From an optimization exercise on the open Yosys and OpenROAD flow, aimed at small area, a short achievable clock period and few clock cycles per item; shortcuts taken in it are not production practice. Power is estimated from default activity; no workload was simulated.

==> yarrow <==
## lc4_pipe_top
module lc4_pipe_top (
    input  logic        gwe,
    input  logic        i_rst,
    output logic [15:0] o_pc,
    input  logic [15:0] i_insn,
    output logic [15:0] o_dmem_addr,
    output logic        o_dmem_we,
    output logic [15:0] o_dmem_wdata,
    input  logic [15:0] i_dmem_rdata,
    output logic        o_wb_valid,
    output logic [15:0] o_wb_pc,
    output logic [15:0] o_wb_insn,
    output logic        o_wb_we,
    output logic [2:0]  o_wb_rd,
    output logic [15:0] o_wb_data
);
make LEC_CHECK=0 CAP_MARGIN=20 CORE_MARGIN=2 CORE_UTILIZATION=40 SETUP_SLACK_MARGIN=5 SLEW_MARGIN=20 finish   # period 9.0 ns
run.sh (not shown) runs the stock make flow with config.mk's settings and CLKGATE_MAP_FILE= SYNTH_SCRIPT=/design/flow/synth_recipe.tcl, a recipe that flattens the netlist after the stock synthesis.
==> lagoon: changes against yarrow <==
--- a/flow/design.v
+++ b/flow/design.v
@@ -384,29 +384,30 @@
     output logic [2:0]  o_wb_rd,
     output logic [15:0] o_wb_data
 );
     logic        stall;
     logic [15:0] pc;
     logic        x_valid;
-    logic [15:0] x_insn, xa, xb;
+    logic [15:0] x_insn, xa, xb;                 
     logic        x_am, x_aw, x_bm, x_bw;       
     logic        x_sub, x_imm, x_imm_s;        
-    logic        m_valid, m_we, m_ld, m_st, m_mul, m_ph, m_busy;
+    logic        x_ssum;                       
+    logic        m_valid, m_we, m_ld, m_st, m_mul, m_ph, m_busy, m_sbyp;
     logic [15:0] m_insn, m_res, m_b;
-    logic        w_valid, w_we, w_ld;
-    logic [15:0] w_insn, w_data;
+    logic        w_valid, w_we;
+    logic [15:0] w_insn, w_data, w_pc;
     logic [3:0]  f_op;
     logic        f_arith, f_logic, f_str, f_hic, f_uses_a, f_uses_b;
     logic [2:0]  f_a_idx, f_b_idx;
     assign f_op     = i_insn[15:12];
     assign f_arith  = (f_op == 4'b0001);
     assign f_logic  = (f_op == 4'b0101);
     assign f_str    = (f_op == 4'b0111);
     assign f_hic    = (f_op == 4'b1101);
     assign f_a_idx  = i_insn[8:6];
-    assign f_b_idx  = (f_str || f_hic) ? i_insn[11:9] : i_insn[2:0];
+    assign f_b_idx  = (i_insn[14] && i_insn[12] && (i_insn[13] || i_insn[15])) ? i_insn[11:9] : i_insn[2:0];
     assign f_uses_a = f_arith || f_logic || (f_op == 4'b0110) || f_str || (f_op == 4'b1010);
     assign f_uses_b = ((f_arith || f_logic) && !i_insn[5]) || f_str || f_hic;
     logic [15:0] regs [8];
     logic [15:0] rf_wd, f_a, f_b;
     logic        w_wr;
     assign w_wr  = w_valid && w_we;
@@ -428,87 +429,98 @@
     assign op_shift = (op == 4'b1010);
     assign x_we  = op_arith ? (x_insn[5] || !(x_insn[4] && x_insn[3])) :
                    op_shift ? !(x_insn[5] && x_insn[4]) :
                    (op_logic || op_ldr || op == 4'b1001 || op == 4'b1101);
     assign x_fwd = x_valid && x_we && !op_ldr;
     assign x_mul = op_arith && x_insn[5:3] == 3'b001;
-    logic [15:0] a, b;
+    logic [15:0] a, b, opbx;
+    logic        f_sub, f_am, f_bm;
+    assign f_sub = f_arith && i_insn[5:3] == 3'b010;
+    assign f_am  = x_fwd && x_insn[11:9] == f_a_idx;
+    assign f_bm  = x_fwd && x_insn[11:9] == f_b_idx;
     always_ff @(posedge gwe) begin
         if (i_rst) begin
             pc      <= 16'h8200;
             x_valid <= 1'b0;
         end else if (!stall) begin
             pc      <= pc + 16'd1;
             x_valid <= 1'b1;
         end
     end
     always_ff @(posedge gwe) begin
         if (m_busy) begin
             xa   <= a;
-            xb   <= b;
+            xb   <= opbx;
             x_aw <= 1'b0;
             x_bw <= 1'b0;
         end else if (stall) begin
             xa   <= a;
-            xb   <= b;
+            xb   <= opbx;
             x_am <= 1'b0;
             x_bm <= 1'b0;
             x_aw <= x_am;
             x_bw <= x_bm;
         end else begin
             x_insn  <= i_insn;
             xa      <= f_a;
-            xb      <= f_b;
-            x_am    <= f_uses_a && x_fwd && x_insn[11:9] == f_a_idx;
-            x_bm    <= f_uses_b && x_fwd && x_insn[11:9] == f_b_idx;
-            x_aw    <= f_uses_a && m_valid && m_we && m_insn[11:9] == f_a_idx;
-            x_bw    <= f_uses_b && m_valid && m_we && m_insn[11:9] == f_b_idx;
-            x_sub   <= f_arith && i_insn[5:3] == 3'b010;
+            xb      <= f_b ^ {16{f_sub}};
+            x_am    <= f_uses_a && f_am;
+            x_bm    <= f_uses_b && f_bm;
+            x_aw    <= f_uses_a && !f_am && m_valid && m_we && m_insn[11:9] == f_a_idx;
+            x_bw    <= f_uses_b && !f_bm && m_valid && m_we && m_insn[11:9] == f_b_idx;
+            x_sub   <= f_sub;
             x_imm   <= (f_arith && i_insn[5]) || f_op == 4'b0110 || f_str;
             x_imm_s <= (f_op == 4'b0110 || f_str) ? i_insn[5] : i_insn[4];
+            x_ssum  <= (f_arith && i_insn[5:3] != 3'b001) || f_op == 4'b0110 || f_str;
         end
     end
     assign o_pc = pc;
-    assign a = x_am ? m_res : x_aw ? w_data : xa;
-    assign b = x_bm ? m_res : x_bw ? w_data : xb;
+    logic [15:0] sx;
+    logic        x_ar, x_br;
+    assign x_ar = !(x_am || x_aw);
+    assign x_br = !(x_bm || x_bw);
+    assign sx   = {16{x_sub}};
+    assign a    = ({16{x_am}} & m_res) | ({16{x_aw}} & w_data) | ({16{x_ar}} & xa);
+    assign b    = ({16{x_bm}} & m_res) | ({16{x_bw}} & w_data) | ({16{x_br}} & xb);
+    assign opbx = ({16{x_bm}} & (m_res ^ sx)) | ({16{x_bw}} & (w_data ^ sx)) | ({16{x_br}} & xb);
     assign m_busy = m_mul && !m_ph;
     assign stall  = m_mul && (!m_ph || x_am || x_bm);
     logic [15:0] imm5, imm9, opb, sum;
     logic [16:0] sum17;
     assign imm5  = {{11{x_insn[4]}}, x_insn[4:0]};
     assign imm9  = {{7{x_insn[8]}}, x_insn[8:0]};
-    assign opb   = x_imm ? {{11{x_imm_s}}, x_insn[4:0]} : x_sub ? ~b : b;
+    assign opb   = x_imm ? {{11{x_imm_s}}, x_insn[4:0]} : opbx;
     assign sum17 = {a, 1'b1} + {opb, x_sub};
     assign sum   = sum17[16:1];
     logic [15:0] sh_in, sh_r, sh_out;
     logic        sh_left;
     assign sh_left = !x_insn[5] && !x_insn[4];
     always_comb begin
         for (int i = 0; i < 16; i++) sh_in[i] = sh_left ? a[15-i] : a[i];
     end
     assign sh_r = 16'($signed({x_insn[4] & a[15], sh_in}) >>> x_insn[3:0]);
     always_comb begin
         for (int i = 0; i < 16; i++) sh_out[i] = sh_left ? sh_r[15-i] : sh_r[i];
     end
-    logic [15:0] res;
+    logic [15:0] oth;
     always_comb begin
         case (op)
-            4'b0001: res = x_mul ? a : sum;
+            4'b0001: oth = a;
             4'b0101: begin
-                if (x_insn[5]) res = a & imm5;
+                if (x_insn[5]) oth = a & imm5;
                 else case (x_insn[4:3])
-                    2'b00:   res = a & b;
-                    2'b01:   res = ~a;
-                    2'b10:   res = a | b;
-                    default: res = a ^ b;
+                    2'b00:   oth = a & b;
+                    2'b01:   oth = ~a;
+                    2'b10:   oth = a | b;
+                    default: oth = a ^ b;
                 endcase
             end
-            4'b1001: res = imm9;
-            4'b1010: res = sh_out;
-            4'b1101: res = {x_insn[7:0], b[7:0]};
-            default: res = sum;
+            4'b1001: oth = imm9;
+            4'b1010: oth = sh_out;
+            4'b1101: oth = {x_insn[7:0], b[7:0]};
+            default: oth = a;
         endcase
     end
     always_ff @(posedge gwe) begin
         if (i_rst) begin
             m_valid <= 1'b0;
             m_st    <= 1'b0;
@@ -526,31 +538,36 @@
     logic [15:0] mt_r0, mt_r1;
     always_ff @(posedge gwe) begin
         if (!stall) begin
             m_insn <= x_insn;
             m_we   <= x_we;
             m_ld   <= op_ldr;
+            m_sbyp <= op_str && m_valid && m_ld && m_insn[11:9] == x_insn[11:9];
         end
-        m_res <= m_busy ? mt_r0 : res;
+        m_res <= (x_ssum && !m_busy) ? sum : m_busy ? mt_r0 : oth;
         m_b   <= m_busy ? mt_r1 : b;
     end
     lc4_mul16 u_mul (.a(m_res), .b(m_b), .r0(mt_r0), .r1(mt_r1));
     assign o_dmem_addr  = m_res;
     assign o_dmem_we    = m_st;
-    assign o_dmem_wdata = (w_valid && w_ld && w_insn[11:9] == m_insn[11:9]) ? w_data : m_b;
+    assign o_dmem_wdata = m_sbyp ? w_data : m_b;
     always_ff @(posedge gwe) begin
-        if (i_rst) w_valid <= 1'b0;
-        else       w_valid <= m_valid && !m_busy;
+        if (i_rst) begin
+            w_valid <= 1'b0;
+            w_pc    <= 16'h8200;
+        end else begin
+            w_valid <= m_valid && !m_busy;
+            if (w_valid) w_pc <= w_pc + 16'd1;
+        end
     end
     always_ff @(posedge gwe) begin
         w_insn <= m_insn;
         w_we   <= m_we;
-        w_ld   <= m_ld;
         w_data <= m_ld ? i_dmem_rdata : m_mul ? m_res + m_b : m_res;
     end
     assign o_wb_valid = w_valid;
-    assign o_wb_pc    = pc - (m_valid ? 16'd3 : 16'd2);
+    assign o_wb_pc    = w_pc;
     assign o_wb_insn  = w_insn;
     assign o_wb_we    = w_we;
     assign o_wb_rd    = w_insn[11:9];
     assign o_wb_data  = w_data;
 endmodule
==> flow/flow/run.sh (new file) <==
#!/bin/bash
# The standard layout, with every input and output port buffered by a
# plain buffer (buf_2) instead of the default delay-cell buffer.
set -euo pipefail
export BUFFER_PORTS_ARGS="-buffer_cell sky130_fd_sc_hd__buf_2"
bash standard.sh > standard.log 2>&1
==> flow/standard.sh (new file) <==
#!/bin/bash
# synth_recipe.tcl (not shown) runs the flow's synth.tcl, then flattens the netlist and writes it again
# the make line also repeats each setting of config.mk as NAME=value (left out here)
make -C /OpenROAD-flow-scripts/flow DESIGN_CONFIG=/design/flow/config.mk WORK_HOME=/design/flow/orfs CLKGATE_MAP_FILE= SYNTH_SCRIPT=/design/flow/synth_recipe.tcl "${@:-finish}"
- TNS_END_PERCENT: not set -> 0
removed: flow/run.sh
==> zinc: changes against yarrow <==
--- a/flow/design.v
+++ b/flow/design.v
@@ -384,29 +384,30 @@
     output logic [2:0]  o_wb_rd,
     output logic [15:0] o_wb_data
 );
     logic        stall;
     logic [15:0] pc;
     logic        x_valid;
-    logic [15:0] x_insn, xa, xb;
+    logic [15:0] x_insn, xa, xb;                 
     logic        x_am, x_aw, x_bm, x_bw;       
     logic        x_sub, x_imm, x_imm_s;        
-    logic        m_valid, m_we, m_ld, m_st, m_mul, m_ph, m_busy;
+    logic        x_ssum;                       
+    logic        m_valid, m_we, m_ld, m_st, m_mul, m_ph, m_busy, m_sbyp;
     logic [15:0] m_insn, m_res, m_b;
-    logic        w_valid, w_we, w_ld;
-    logic [15:0] w_insn, w_data;
+    logic        w_valid, w_we;
+    logic [15:0] w_insn, w_data, w_pc;
     logic [3:0]  f_op;
     logic        f_arith, f_logic, f_str, f_hic, f_uses_a, f_uses_b;
     logic [2:0]  f_a_idx, f_b_idx;
     assign f_op     = i_insn[15:12];
     assign f_arith  = (f_op == 4'b0001);
     assign f_logic  = (f_op == 4'b0101);
     assign f_str    = (f_op == 4'b0111);
     assign f_hic    = (f_op == 4'b1101);
     assign f_a_idx  = i_insn[8:6];
-    assign f_b_idx  = (f_str || f_hic) ? i_insn[11:9] : i_insn[2:0];
+    assign f_b_idx  = (i_insn[14] && i_insn[12] && (i_insn[13] || i_insn[15])) ? i_insn[11:9] : i_insn[2:0];
     assign f_uses_a = f_arith || f_logic || (f_op == 4'b0110) || f_str || (f_op == 4'b1010);
     assign f_uses_b = ((f_arith || f_logic) && !i_insn[5]) || f_str || f_hic;
     logic [15:0] regs [8];
     logic [15:0] rf_wd, f_a, f_b;
     logic        w_wr;
     assign w_wr  = w_valid && w_we;
@@ -428,87 +429,98 @@
     assign op_shift = (op == 4'b1010);
     assign x_we  = op_arith ? (x_insn[5] || !(x_insn[4] && x_insn[3])) :
                    op_shift ? !(x_insn[5] && x_insn[4]) :
                    (op_logic || op_ldr || op == 4'b1001 || op == 4'b1101);
     assign x_fwd = x_valid && x_we && !op_ldr;
     assign x_mul = op_arith && x_insn[5:3] == 3'b001;
-    logic [15:0] a, b;
+    logic [15:0] a, b, opbx;
+    logic        f_sub, f_am, f_bm;
+    assign f_sub = f_arith && i_insn[5:3] == 3'b010;
+    assign f_am  = x_fwd && x_insn[11:9] == f_a_idx;
+    assign f_bm  = x_fwd && x_insn[11:9] == f_b_idx;
     always_ff @(posedge gwe) begin
         if (i_rst) begin
             pc      <= 16'h8200;
             x_valid <= 1'b0;
         end else if (!stall) begin
             pc      <= pc + 16'd1;
             x_valid <= 1'b1;
         end
     end
     always_ff @(posedge gwe) begin
         if (m_busy) begin
             xa   <= a;
-            xb   <= b;
+            xb   <= opbx;
             x_aw <= 1'b0;
             x_bw <= 1'b0;
         end else if (stall) begin
             xa   <= a;
-            xb   <= b;
+            xb   <= opbx;
             x_am <= 1'b0;
             x_bm <= 1'b0;
             x_aw <= x_am;
             x_bw <= x_bm;
         end else begin
             x_insn  <= i_insn;
             xa      <= f_a;
-            xb      <= f_b;
-            x_am    <= f_uses_a && x_fwd && x_insn[11:9] == f_a_idx;
-            x_bm    <= f_uses_b && x_fwd && x_insn[11:9] == f_b_idx;
-            x_aw    <= f_uses_a && m_valid && m_we && m_insn[11:9] == f_a_idx;
-            x_bw    <= f_uses_b && m_valid && m_we && m_insn[11:9] == f_b_idx;
-            x_sub   <= f_arith && i_insn[5:3] == 3'b010;
+            xb      <= f_b ^ {16{f_sub}};
+            x_am    <= f_uses_a && f_am;
+            x_bm    <= f_uses_b && f_bm;
+            x_aw    <= f_uses_a && !f_am && m_valid && m_we && m_insn[11:9] == f_a_idx;
+            x_bw    <= f_uses_b && !f_bm && m_valid && m_we && m_insn[11:9] == f_b_idx;
+            x_sub   <= f_sub;
             x_imm   <= (f_arith && i_insn[5]) || f_op == 4'b0110 || f_str;
             x_imm_s <= (f_op == 4'b0110 || f_str) ? i_insn[5] : i_insn[4];
+            x_ssum  <= (f_arith && i_insn[5:3] != 3'b001) || f_op == 4'b0110 || f_str;
         end
     end
     assign o_pc = pc;
-    assign a = x_am ? m_res : x_aw ? w_data : xa;
-    assign b = x_bm ? m_res : x_bw ? w_data : xb;
+    logic [15:0] sx;
+    logic        x_ar, x_br;
+    assign x_ar = !(x_am || x_aw);
+    assign x_br = !(x_bm || x_bw);
+    assign sx   = {16{x_sub}};
+    assign a    = ({16{x_am}} & m_res) | ({16{x_aw}} & w_data) | ({16{x_ar}} & xa);
+    assign b    = ({16{x_bm}} & m_res) | ({16{x_bw}} & w_data) | ({16{x_br}} & xb);
+    assign opbx = ({16{x_bm}} & (m_res ^ sx)) | ({16{x_bw}} & (w_data ^ sx)) | ({16{x_br}} & xb);
     assign m_busy = m_mul && !m_ph;
     assign stall  = m_mul && (!m_ph || x_am || x_bm);
     logic [15:0] imm5, imm9, opb, sum;
     logic [16:0] sum17;
     assign imm5  = {{11{x_insn[4]}}, x_insn[4:0]};
     assign imm9  = {{7{x_insn[8]}}, x_insn[8:0]};
-    assign opb   = x_imm ? {{11{x_imm_s}}, x_insn[4:0]} : x_sub ? ~b : b;
+    assign opb   = x_imm ? {{11{x_imm_s}}, x_insn[4:0]} : opbx;
     assign sum17 = {a, 1'b1} + {opb, x_sub};
     assign sum   = sum17[16:1];
     logic [15:0] sh_in, sh_r, sh_out;
     logic        sh_left;
     assign sh_left = !x_insn[5] && !x_insn[4];
     always_comb begin
         for (int i = 0; i < 16; i++) sh_in[i] = sh_left ? a[15-i] : a[i];
     end
     assign sh_r = 16'($signed({x_insn[4] & a[15], sh_in}) >>> x_insn[3:0]);
     always_comb begin
         for (int i = 0; i < 16; i++) sh_out[i] = sh_left ? sh_r[15-i] : sh_r[i];
     end
-    logic [15:0] res;
+    logic [15:0] oth;
     always_comb begin
         case (op)
-            4'b0001: res = x_mul ? a : sum;
+            4'b0001: oth = a;
             4'b0101: begin
-                if (x_insn[5]) res = a & imm5;
+                if (x_insn[5]) oth = a & imm5;
                 else case (x_insn[4:3])
-                    2'b00:   res = a & b;
-                    2'b01:   res = ~a;
-                    2'b10:   res = a | b;
-                    default: res = a ^ b;
+                    2'b00:   oth = a & b;
+                    2'b01:   oth = ~a;
+                    2'b10:   oth = a | b;
+                    default: oth = a ^ b;
                 endcase
             end
-            4'b1001: res = imm9;
-            4'b1010: res = sh_out;
-            4'b1101: res = {x_insn[7:0], b[7:0]};
-            default: res = sum;
+            4'b1001: oth = imm9;
+            4'b1010: oth = sh_out;
+            4'b1101: oth = {x_insn[7:0], b[7:0]};
+            default: oth = a;
         endcase
     end
     always_ff @(posedge gwe) begin
         if (i_rst) begin
             m_valid <= 1'b0;
             m_st    <= 1'b0;
@@ -526,31 +538,36 @@
     logic [15:0] mt_r0, mt_r1;
     always_ff @(posedge gwe) begin
         if (!stall) begin
             m_insn <= x_insn;
             m_we   <= x_we;
             m_ld   <= op_ldr;
+            m_sbyp <= op_str && m_valid && m_ld && m_insn[11:9] == x_insn[11:9];
         end
-        m_res <= m_busy ? mt_r0 : res;
+        m_res <= (x_ssum && !m_busy) ? sum : m_busy ? mt_r0 : oth;
         m_b   <= m_busy ? mt_r1 : b;
     end
     lc4_mul16 u_mul (.a(m_res), .b(m_b), .r0(mt_r0), .r1(mt_r1));
     assign o_dmem_addr  = m_res;
     assign o_dmem_we    = m_st;
-    assign o_dmem_wdata = (w_valid && w_ld && w_insn[11:9] == m_insn[11:9]) ? w_data : m_b;
+    assign o_dmem_wdata = m_sbyp ? w_data : m_b;
     always_ff @(posedge gwe) begin
-        if (i_rst) w_valid <= 1'b0;
-        else       w_valid <= m_valid && !m_busy;
+        if (i_rst) begin
+            w_valid <= 1'b0;
+            w_pc    <= 16'h8200;
+        end else begin
+            w_valid <= m_valid && !m_busy;
+            if (w_valid) w_pc <= w_pc + 16'd1;
+        end
     end
     always_ff @(posedge gwe) begin
         w_insn <= m_insn;
         w_we   <= m_we;
-        w_ld   <= m_ld;
         w_data <= m_ld ? i_dmem_rdata : m_mul ? m_res + m_b : m_res;
     end
     assign o_wb_valid = w_valid;
-    assign o_wb_pc    = pc - (m_valid ? 16'd3 : 16'd2);
+    assign o_wb_pc    = w_pc;
     assign o_wb_insn  = w_insn;
     assign o_wb_we    = w_we;
     assign o_wb_rd    = w_insn[11:9];
     assign o_wb_data  = w_data;
 endmodule
- TNS_END_PERCENT: not set -> 0
==> notes <==
Clock power is about the same in lagoon and zinc.
Against zinc, the via count of lagoon is larger by about 0.54%.
Between zinc and yarrow, the lower cell area is in yarrow (gap 0.70%, measured against yarrow).
Routed wire length: zinc < lagoon < yarrow.
==> figures <==
| quantity | zinc | yarrow | lagoon |
|---|---|---|---|
| Result of the run | timing/DRC/antenna clean | timing/DRC/antenna clean | timing/DRC/antenna clean |
| Smallest setup slack after layout | 4890 ps | 4860 ps | 4820 ps |
| Number of nets produced by synthesis | 2441 | 2340 | 2441 |
| Worst Max-Slew Pin Slew | 1130 ps | 1040 ps | 1180 ps |
| Total sequential power | 1.99 mW | 2.11 mW | 1.96 mW |
| Initial core utilization | 40.6% | 40.5% | 40.6% |
| Destination of the worst hold path | w_insn[12]$_DFF_P_ | w_insn[3]$_DFF_P_ | w_insn[4]$_DFF_P_ |
| Buffer count excluding the clock tree in the final layout | 188 | 229 | 196 |
| Number of standard cells in the final layout excluding fillers | 3044 | 2975 | 3047 |
| Global-route wire length before repair | 112000 um | 111000 um | 114000 um |
No run of this note included a check of the RTL's function; only the layout flow was run.

==> port drivers added, routing unchanged <==
The results above use ideal ports. As a check the final layouts listed here were re-extracted and re-timed, cells and wires unchanged.
Step 1 sets driving cells, clkbuf_16 on the clock port and buf_2 on the other inputs (assumed; they add their load-dependent delay and slew).
Step 2 moves the port delays by t, midway between the first and last clock arrival at a register: inputs arrive t later, outputs are due t later. That takes back most of the time a late clock gives input paths.
Slacks: no drivers / after step 1 / after step 2; pairs: no drivers / after step 1.
| run | t, ns | setup WS [ns] | clock arrival spread, ns | slew at the worst register clock pin (ns) | worst slew at a driven data input, ns |
|---|---|---|---|---|---|
| yarrow | 0.609 | 4.858 / 4.798 / 4.581 | 0.030 / 0.030 | 0.06 / 0.06 | 0.06 |
| lagoon | 0.597 | 4.818 / 4.818 / 4.332 | 0.040 / 0.041 | 0.07 / 0.07 | 0.08 |
| zinc | 0.606 | 4.894 / 4.894 / 4.413 | 0.018 / 0.018 | 0.07 / 0.07 | 0.07 |
After both steps setup and hold are still met in every run listed. The setup slack of lagoon, which loses most, moves by 0.000 ns with the drivers and by -0.486 ns with both steps.
